This is an optimization exercise on Yosys and OpenROAD, whose aim is small area, a short achievable clock period and few clock cycles per item, not a production implementation.
The RTL was checked by simulation tests, not by an equivalence proof against the original design.

==> flow/design.v <==
package kfq_pkg;
  localparam int unsigned DefaultDepth = 16;
  localparam int unsigned KeyW = 32;
  localparam int unsigned CmdW = 3;
  localparam int unsigned StatusW = 2;
  typedef enum logic [CmdW-1:0] {
    CMD_ENQUEUE = 3'd0,
    CMD_DEQUEUE = 3'd1,
    CMD_PEEK    = 3'd2,
    CMD_FIND    = 3'd3,
    CMD_REMOVE  = 3'd4
  } cmd_e;
  typedef enum logic [StatusW-1:0] {
    STAT_OK        = 2'd0,
    STAT_EMPTY     = 2'd1,
    STAT_NOT_FOUND = 2'd2,
    STAT_FULL      = 2'd3
  } status_e;
  typedef enum logic [1:0] {
    OP_HOLD   = 2'd0,
    OP_PUSH   = 2'd1,
    OP_POP    = 2'd2,
    OP_ROTATE = 2'd3
  } op_e;
  typedef enum logic {
    ST_IDLE   = 1'b0,
    ST_SEARCH = 1'b1
  } state_e;
  typedef struct packed {
    op_e                   op;
    logic signed [KeyW-1:0] key;
    logic signed [KeyW-1:0] value;
  } cell_ctl_t;
  typedef struct packed {
    status_e                status;
    logic signed [KeyW-1:0] key_out;
    logic signed [KeyW-1:0] value_out;
  } rsp_t;
endpackage
module kfq_cell (
  input  logic                            clk_i,
  input  logic                            rst_ni,
  input  kfq_pkg::cell_ctl_t              ctl_i,
  input  logic                            prev_occ_i,
  input  logic                            next_occ_i,
  input  logic signed [kfq_pkg::KeyW-1:0] next_key_i,
  input  logic signed [kfq_pkg::KeyW-1:0] next_value_i,
  output logic                            occ_o,
  output logic signed [kfq_pkg::KeyW-1:0] key_o,
  output logic signed [kfq_pkg::KeyW-1:0] value_o
);
  logic                   occ_q, occ_d;
  logic signed [kfq_pkg::KeyW-1:0] key_q, key_d;
  logic signed [kfq_pkg::KeyW-1:0] value_q, value_d;
  always_comb begin
    occ_d   = occ_q;
    key_d   = key_q;
    value_d = value_q;
    case (ctl_i.op)
      kfq_pkg::OP_PUSH: begin
        if (!occ_q && prev_occ_i) begin
          occ_d   = 1'b1;
          key_d   = ctl_i.key;
          value_d = ctl_i.value;
        end
      end
      kfq_pkg::OP_POP: begin
        occ_d   = next_occ_i;
        key_d   = next_key_i;
        value_d = next_value_i;
      end
      kfq_pkg::OP_ROTATE: begin
        if (occ_q && next_occ_i) begin
          key_d   = next_key_i;
          value_d = next_value_i;
        end else if (occ_q) begin
          key_d   = ctl_i.key;
          value_d = ctl_i.value;
        end
      end
      default: begin
        occ_d = occ_q;
      end
    endcase
  end
  always_ff @(posedge clk_i or negedge rst_ni) begin
    if (!rst_ni) begin
      occ_q <= 1'b0;
    end else begin
      occ_q <= occ_d;
    end
  end
  always_ff @(posedge clk_i) begin
    key_q   <= key_d;
    value_q <= value_d;
  end
  assign occ_o   = occ_q;
  assign key_o   = key_q;
  assign value_o = value_q;
endmodule
module kfq_out_buf (
  input  logic            clk_i,
  input  logic            rst_ni,
  input  logic            push_i,
  input  kfq_pkg::rsp_t   data_i,
  output logic            room_o,
  output logic            rsp_valid_o,
  input  logic            rsp_ready_i,
  output logic [1:0]      rsp_status_o,
  output logic [31:0]     rsp_key_o,
  output logic [31:0]     rsp_value_o
);
  kfq_pkg::rsp_t       slot0_q, slot0_d;
  kfq_pkg::rsp_t       slot1_q, slot1_d;
  logic [1:0] cnt_q, cnt_d;
  logic       pop;
  assign pop = rsp_valid_o && rsp_ready_i;
  always_comb begin
    slot0_d = slot0_q;
    slot1_d = slot1_q;
    cnt_d   = cnt_q;
    case ({push_i, pop})
      2'b10: begin
        if (cnt_q == 2'd0) begin
          slot0_d = data_i;
        end else begin
          slot1_d = data_i;
        end
        cnt_d = cnt_q + 2'd1;
      end
      2'b01: begin
        slot0_d = slot1_q;
        cnt_d   = cnt_q - 2'd1;
      end
      2'b11: begin
        if (cnt_q == 2'd1) begin
          slot0_d = data_i;
        end else begin
          slot0_d = slot1_q;
          slot1_d = data_i;
        end
      end
      default: begin
        cnt_d = cnt_q;
      end
    endcase
  end
  always_ff @(posedge clk_i or negedge rst_ni) begin
    if (!rst_ni) begin
      cnt_q <= 2'd0;
    end else begin
      cnt_q <= cnt_d;
    end
  end
  always_ff @(posedge clk_i) begin
    slot0_q <= slot0_d;
    slot1_q <= slot1_d;
  end
  assign room_o          = (cnt_q != 2'd2);
  assign rsp_valid_o     = (cnt_q != 2'd0);
  assign rsp_status_o    = slot0_q.status;
  assign rsp_key_o       = slot0_q.key_out;
  assign rsp_value_o     = slot0_q.value_out;
endmodule
module keyed_fifo_queue #(
  parameter int unsigned Depth = kfq_pkg::DefaultDepth
) (
  input  logic        clk_i,
  input  logic        rst_ni,
  input  logic        cmd_valid_i,
  output logic        cmd_ready_o,
  input  logic [2:0]  cmd_command_i,
  input  logic [31:0] cmd_key_i,
  input  logic [31:0] cmd_value_i,
  output logic        rsp_valid_o,
  input  logic        rsp_ready_i,
  output logic [1:0]  rsp_status_o,
  output logic [31:0] rsp_key_o,
  output logic [31:0] rsp_value_o
);
  localparam int unsigned CntW = $clog2(Depth + 1);
  localparam logic [CntW-1:0] CntFull = CntW'(Depth);
  localparam logic [CntW-1:0] CntOne = CntW'(1);
  kfq_pkg::state_e                 state_q, state_d;
  logic [CntW-1:0]        count_q, count_d;
  logic [CntW-1:0]        steps_q, steps_d;
  logic                   found_q, found_d;
  logic                   rm_q, rm_d;
  logic signed [kfq_pkg::KeyW-1:0] srch_key_q, srch_key_d;
  logic signed [kfq_pkg::KeyW-1:0] hit_key_q, hit_key_d;
  logic signed [kfq_pkg::KeyW-1:0] hit_val_q, hit_val_d;
  logic [Depth-1:0]       occ;
  logic signed [kfq_pkg::KeyW-1:0] cell_key [Depth];
  logic signed [kfq_pkg::KeyW-1:0] cell_val [Depth];
  kfq_pkg::cell_ctl_t              ctl;
  logic                   cmd_fire;
  logic                   in_ready;
  logic                   buf_room;
  logic                   res_push;
  kfq_pkg::rsp_t                   res;
  logic                   is_search;
  logic                   hit;
  assign cmd_fire    = cmd_valid_i && cmd_ready_o;
  assign in_ready    = (state_q == kfq_pkg::ST_IDLE) && buf_room;
  assign cmd_ready_o = in_ready;
  assign is_search   = (cmd_command_i == kfq_pkg::CMD_FIND) ||
                       (cmd_command_i == kfq_pkg::CMD_REMOVE);
  assign hit         = !found_q && (cell_key[0] == srch_key_q);
  for (genvar i = 0; i < Depth; i++) begin : g_cell
    logic                   prev_occ;
    logic                   next_occ;
    logic signed [kfq_pkg::KeyW-1:0] next_key;
    logic signed [kfq_pkg::KeyW-1:0] next_val;
    if (i == 0) begin : g_first
      assign prev_occ = 1'b1;
    end else begin : g_mid
      assign prev_occ = occ[i-1];
    end
    if (i == Depth - 1) begin : g_last
      assign next_occ = 1'b0;
      assign next_key = '0;
      assign next_val = '0;
    end else begin : g_inner
      assign next_occ = occ[i+1];
      assign next_key = cell_key[i+1];
      assign next_val = cell_val[i+1];
    end
    kfq_cell u_cell (
      .clk_i       (clk_i),
      .rst_ni      (rst_ni),
      .ctl_i       (ctl),
      .prev_occ_i  (prev_occ),
      .next_occ_i  (next_occ),
      .next_key_i  (next_key),
      .next_value_i(next_val),
      .occ_o       (occ[i]),
      .key_o       (cell_key[i]),
      .value_o     (cell_val[i])
    );
  end
  always_comb begin
    state_d = state_q;
    case (state_q)
      kfq_pkg::ST_IDLE: begin
        if (cmd_fire && is_search && (count_q != '0)) begin
          state_d = kfq_pkg::ST_SEARCH;
        end
      end
      kfq_pkg::ST_SEARCH: begin
        if (steps_q == CntOne) begin
          state_d = kfq_pkg::ST_IDLE;
        end
      end
      default: begin
        state_d = kfq_pkg::ST_IDLE;
      end
    endcase
  end
  always_comb begin
    ctl.op        = kfq_pkg::OP_HOLD;
    ctl.key       = cell_key[0];
    ctl.value     = cell_val[0];
    res_push      = 1'b0;
    res.status    = kfq_pkg::STAT_OK;
    res.key_out   = '0;
    res.value_out = '0;
    count_d       = count_q;
    steps_d       = steps_q;
    found_d       = found_q;
    rm_d          = rm_q;
    srch_key_d    = srch_key_q;
    hit_key_d     = hit_key_q;
    hit_val_d     = hit_val_q;
    case (state_q)
      kfq_pkg::ST_IDLE: begin
        if (cmd_fire) begin
          res_push = 1'b1;
          case (cmd_command_i)
            kfq_pkg::CMD_ENQUEUE: begin
              if (count_q == CntFull) begin
                res.status = kfq_pkg::STAT_FULL;
              end else begin
                ctl.op    = kfq_pkg::OP_PUSH;
                ctl.key   = cmd_key_i;
                ctl.value = cmd_value_i;
                count_d   = count_q + CntOne;
              end
            end
            kfq_pkg::CMD_DEQUEUE, kfq_pkg::CMD_PEEK: begin
              if (count_q == '0) begin
                res.status = kfq_pkg::STAT_EMPTY;
              end else begin
                res.key_out   = cell_key[0];
                res.value_out = cell_val[0];
                if (cmd_command_i == kfq_pkg::CMD_DEQUEUE) begin
                  ctl.op  = kfq_pkg::OP_POP;
                  count_d = count_q - CntOne;
                end
              end
            end
            kfq_pkg::CMD_FIND, kfq_pkg::CMD_REMOVE: begin
              if (count_q == '0) begin
                res.status = kfq_pkg::STAT_EMPTY;
              end else begin
                res_push   = 1'b0;
                steps_d    = count_q;
                found_d    = 1'b0;
                rm_d       = (cmd_command_i == kfq_pkg::CMD_REMOVE);
                srch_key_d = cmd_key_i;
                hit_key_d  = '0;
                hit_val_d  = '0;
              end
            end
            default: begin
              res.status = kfq_pkg::STAT_OK;
            end
          endcase
        end
      end
      kfq_pkg::ST_SEARCH: begin
        steps_d = steps_q - CntOne;
        if (hit) begin
          found_d   = 1'b1;
          hit_key_d = cell_key[0];
          hit_val_d = cell_val[0];
        end
        if (hit && rm_q) begin
          ctl.op  = kfq_pkg::OP_POP;
          count_d = count_q - CntOne;
        end else begin
          ctl.op = kfq_pkg::OP_ROTATE;
        end
        if (steps_q == CntOne) begin
          res_push      = 1'b1;
          res.status    = (found_q || hit) ? kfq_pkg::STAT_OK : kfq_pkg::STAT_NOT_FOUND;
          res.key_out   = hit ? cell_key[0] : hit_key_q;
          res.value_out = hit ? cell_val[0] : hit_val_q;
        end
      end
      default: begin
        ctl.op = kfq_pkg::OP_HOLD;
      end
    endcase
  end
  always_ff @(posedge clk_i or negedge rst_ni) begin
    if (!rst_ni) begin
      state_q <= kfq_pkg::ST_IDLE;
      count_q <= '0;
      steps_q <= '0;
      found_q <= 1'b0;
      rm_q    <= 1'b0;
    end else begin
      state_q <= state_d;
      count_q <= count_d;
      steps_q <= steps_d;
      found_q <= found_d;
      rm_q    <= rm_d;
    end
  end
  always_ff @(posedge clk_i) begin
    srch_key_q <= srch_key_d;
    hit_key_q  <= hit_key_d;
    hit_val_q  <= hit_val_d;
  end
  kfq_out_buf u_out_buf (
    .clk_i (clk_i),
    .rst_ni(rst_ni),
    .push_i(res_push),
    .data_i(res),
    .room_o(buf_room),
    .rsp_valid_o (rsp_valid_o),
    .rsp_ready_i (rsp_ready_i),
    .rsp_status_o(rsp_status_o),
    .rsp_key_o   (rsp_key_o),
    .rsp_value_o (rsp_value_o)
  );
endmodule
==> flow/run.sh <==
#!/bin/bash
# synth_recipe.tcl (not shown) runs the flow's synth.tcl, then flattens the netlist and writes it again
# the make line also repeats each setting of config.mk as NAME=value (left out here)
make -C /OpenROAD-flow-scripts/flow DESIGN_CONFIG=/design/flow/config.mk WORK_HOME=/design/flow/orfs CLKGATE_MAP_FILE= SYNTH_SCRIPT=/design/flow/synth_recipe.tcl finish
==> flow/config.mk <==
export PLATFORM = sky130hd
export DESIGN_NAME = keyed_fifo_queue
export DESIGN_NICKNAME = keyed_fifo_queue
export VERILOG_FILES = /design/flow/design.v
export SDC_FILE = /design/flow/constraint.sdc
export NUM_CORES = 4
export LEC_CHECK = 0
export CAP_MARGIN = 20
export CORE_MARGIN = 2
export CORE_UTILIZATION = 40
export SLEW_MARGIN = 20
==> flow/constraint.sdc <==
create_clock -name core_clock -period 5.0 [get_ports {clk_i}]
set_input_delay 1.0000 -clock core_clock [delete_from_list [all_inputs] [get_ports {clk_i}]]
set_output_delay 1.0000 -clock core_clock [all_outputs]
set_load 0.01 [all_outputs]
==> flow_summary.json <==
{
  "multiInputGateArea_sq_mm": 0.01497,
  "via_per_inst": 5.364,
  "cts_max_level": 4,
  "maxCapViolations": 0,
  "clk_pin_slew_ns": 0.06,
  "grt_pass1_vias": 33470,
  "die_x_microns": 373.3,
  "die_area_sq_mm": 0.1394,
  "die-height_microns": 373.3,
  "synth_top_flop_cell": "edfxtp_1",
  "synth_nets": 4412,
  "portBuffers": 138,
  "core_area_sq_mm": 0.1355,
  "yosys.area.top_type": "edfxtp_1",
  "min_path_type": "flip-flop to flip-flop",
  "finalMaxSlewViolations": 0,
  "worst_slack_ns": 0.7106,
  "cpMostUsedCell": "buf_4",
  "cp.arrival_ns": 4.84,
  "dp_slack_ns": 0.3870,
  "routabilityCongestion": 0.7846,
  "netlist.area_leader.share_pct": 68.92,
  "vias": 33460,
  "finish.net_count": 4448,
  "antenna_found_initial": 0,
  "crit_chain": "xnor2_1 -> nand4_1 -> nor4_2 -> nand3b_1 -> or2_2 -> a21boi_0 -> buf_4 -> ha_4 -> nor2_4 -> nor2b_1 -> buf_4 -> a31o_2 -> buf_4 -> nand2_1 -> o21ai_0",
  "slew_headroom_pct": 31.31,
  "numCtsBuffers": 132,
  "yosysWarnings": 5,
  "netlist_instances": 4325,
  "syn_area_per_cell_sq_um": 12.61,
  "worst_pin_slew_ns": 1.030,
  "rsz0062_at_grt": "no",
  "period_minus_slack_ns": 4.289,
  "max_stage_delay_ns": 0.50,
  "routed_wl_microns": 125700,
  "wl_per_cell_microns": 20.15,
  "dp_hpwl_microns": 76050,
  "area_growth_pct": 15.48,
  "cts_resized": 0,
  "hold_viol": 0,
  "cts.sinks": 1283,
  "setup_violations": 0,
  "path_max_fanout": 18,
  "ys_ff_latch": 1283,
  "dr.pass1.iters": 7,
  "io-pin-count": 139,
  "final_antenna_net_count": 0,
  "clock_skew_ns": 0.02603,
  "fmax_ghz": 0.2331,
  "slowest_stage": "edfxtp_1",
  "criticalPathCategory": "flip-flop to flip-flop",
  "yosysSeqAreaShare_pct": 70.34,
  "start_util_pct": 40.27,
  "ys_types": 49,
  "drc": 0,
  "grt_max_degree": 71,
  "cts_buffer_depth": 3,
  "cts_hold_buffers": 0,
  "startpoint_type": "flip-flop",
  "synth-async-reset-ratio_pct": 2.416,
  "worstSetupEndpointType": "flip-flop",
  "n_fill_cell": 11840,
  "synth-edff-count": 1252,
  "cts_setup_buffers": 0,
  "synth_area_sq_mm": 0.05455,
  "antenna_cells": 0,
  "clock_latency_ns": 0.75,
  "root_buffer": "clkbuf_16",
  "overflow": 0,
  "final_layout_size_suffix_gt1_share_pct": 9.468,
  "rows": 135,
  "grt.total_usage_pct": 18.01,
  "seq_area_sq_mm": 0.03837,
  "grt_pass1_wl_microns": 198600,
  "netlist_top_cells_area": "edfxtp_1 (69%), o21ai_0 (8.8%), nand2_1 (6.8%)",
  "outcome": "complete, no violations",
  "drtIter0Drc": 2429,
  "cts_tree": "yes",
  "layout_worst_path_cycle_share_pct": 85.79,
  "cp.required_ns": 5.55
}
==> worst paths after layout <==
path / depth (start not counted) / endpoint / startpoint / slack, ns
min: 2 / rm_q / rm_q / 0.49
min in group asynchronous: 2 / count_q[2] / rst_ni / 0.71
max: 15 / g_cell[1].u_cell.key_q[8] / g_cell[0].u_cell.key_q[7] / 0.71
max reg2reg: 15 / g_cell[1].u_cell.key_q[8] / g_cell[0].u_cell.key_q[7] / 0.71
max in group asynchronous: 2 / g_cell[12].u_cell.occ_q / rst_ni / 3.92
min reg2reg: 2 / rm_q / rm_q / 0.49
==> synthesized netlist by cell type, types with 4 or more instances <==
cell,number
and2_1,66
dfrtp_1,31
a22o_1,67
a31o_2,15
nand3_1,5
nor2b_1,5
xnor2_1,37
nor2_1,138
a211oi_1,16
clkbuf_1,207
nand4_1,8
inv_1,30
buf_12,4
xor2_1,7
buf_2,102
ha_1,16
buf_6,8
a221o_1,64
buf_1,34
mux2i_1,73
a21oi_1,59
nor3_1,6
o21ai_0,957
a21o_1,14
edfxtp_1,1252
o21ai_1,25
nand2_1,992
mux2i_4,58
==> metrics by stage <==
step	util, %	instances	TNS (ns)	area [sq um]	hold WS [ns]
final	46.50	6238	0	63000	0.4876
after global routing	46.50	6238	0	63000	0.5341
after CTS	46.50	6238	0	63000	0.4910
after detailed placement	43.40	6008	0	58790	0.4770
after global placement	43.40	6008	0	58790	0.4709
after floorplan	-	4325	-950.38	54640	0.4498
==> cell families after synthesis <==
| logic type | synth area share, % |
|---|---|
| xor+xnor | 0.7064 |
| flops | 70.34 |
| fa+ha+maj | 0.3670 |
| compound gates | 12.65 |
| mux | 3.734 |
| buf+inv | 3.174 |
| simple gates | 9.030 |
==> per-layer routing <==
layer	track usage (%)	vias to the layer above	share of wire, %
met5	0	-	0
met4	4.591	0	1.9
met1	23.26	16660	43
met2	31.62	865	50
met3	2.817	186	5.2
li1	-	15750	-
==> cell type report <==
class                           instances  area share (%)
Multi-Input combinational cell       2654           23.77
Timing Repair Buffer                  259           4.926
Tap cell                             1781           3.537
Clock inverter                         62          0.9970
Sequential cell                      1283           60.91
Inverter                               31          0.1847
Clock buffer                          168           5.674
==> cells in the final DEF, fill, tap and decap left out, types with 3 or more instances in the layout <==
cell,synthesis,layout
edfxtp_1,1252,1252
clkbuf_16,0,137
a21oi_1,59,43
o21ai_0,957,956
inv_6,0,4
a221o_1,64,64
nor4_2,3,3
a21oi_4,0,16
a31o_4,0,6
nand2_1,992,990
xor2_1,7,7
inv_1,30,30
buf_12,4,65
bufinv_16,0,13
clkbuf_1,207,28
o221a_2,3,3
nand4_1,8,8
and2_1,66,66
nand3_1,5,5
clkinv_2,0,15
a31o_2,15,9
nor3_1,6,6
ha_1,16,14
o21ai_1,25,25
clkdlybuf4s50_1,0,138
dfrtp_1,31,31
xnor2_1,37,37
nor2b_1,5,3
a21o_1,14,14
clkinvlp_4,0,4
buf_4,0,56
nor2_1,138,136
mux2i_1,73,73
mux2i_4,58,58
clkinv_1,0,26
clkbuf_8,0,3
a211oi_4,0,16
a22o_1,67,67
==> sequential cells by signal (all words and copies together), names as in the netlist, 16 cells and up <==
register / cells
hit_key_q: 32
srch_key_q: 32
u_out_buf.slot1_q: 66
hit_val_q: 32
g_cell.u_cell.key_q: 512
u_out_buf.slot0_q: 66
g_cell.u_cell.value_q: 512
g_cell.u_cell.occ_q: 16
==> critical path, delay by kind of cell, from the launching register on <==
kind / cells / cell delay [ns]
AOI/OAI and AO/OA: 3 / 1.01
xor gates and xnor gates: 1 / 0.29
adders and majority gates: 1 / 0.16
buffers and inverters: 3 / 0.78
DFF: 1 / 0.50
and+or+nand+nor: 7 / 1.35
Testbench counts, summed over its fixed seeds: cycles 55,721, items 12,800.

[static timing again, ports no longer ideal]
In the flow no input, the clock included, has a driving cell. The finished layout below was timed again as built, in two steps. Step 1 sets driving cells, clkbuf_16 on the clock port and buf_2 on the other inputs (assumed; they add their load-dependent delay and slew). Step 2 moves the port delays by t, midway between the first and last clock arrival at a register: inputs arrive t later, outputs are due t later. That takes back most of the time a late clock gives input paths. Slacks: no drivers / after step 1 / after step 2; pairs: no drivers / after step 1.
t, ns: 0.813
setup WS [ns]: 0.711 / 0.711 / 0.286
worst hold slack (ns): 0.488 / 0.488 / 0.488
After both steps setup and hold are still met in this run. For this run, drivers alone change the setup slack by 0.000 ns; drivers and shift together by -0.425 ns.
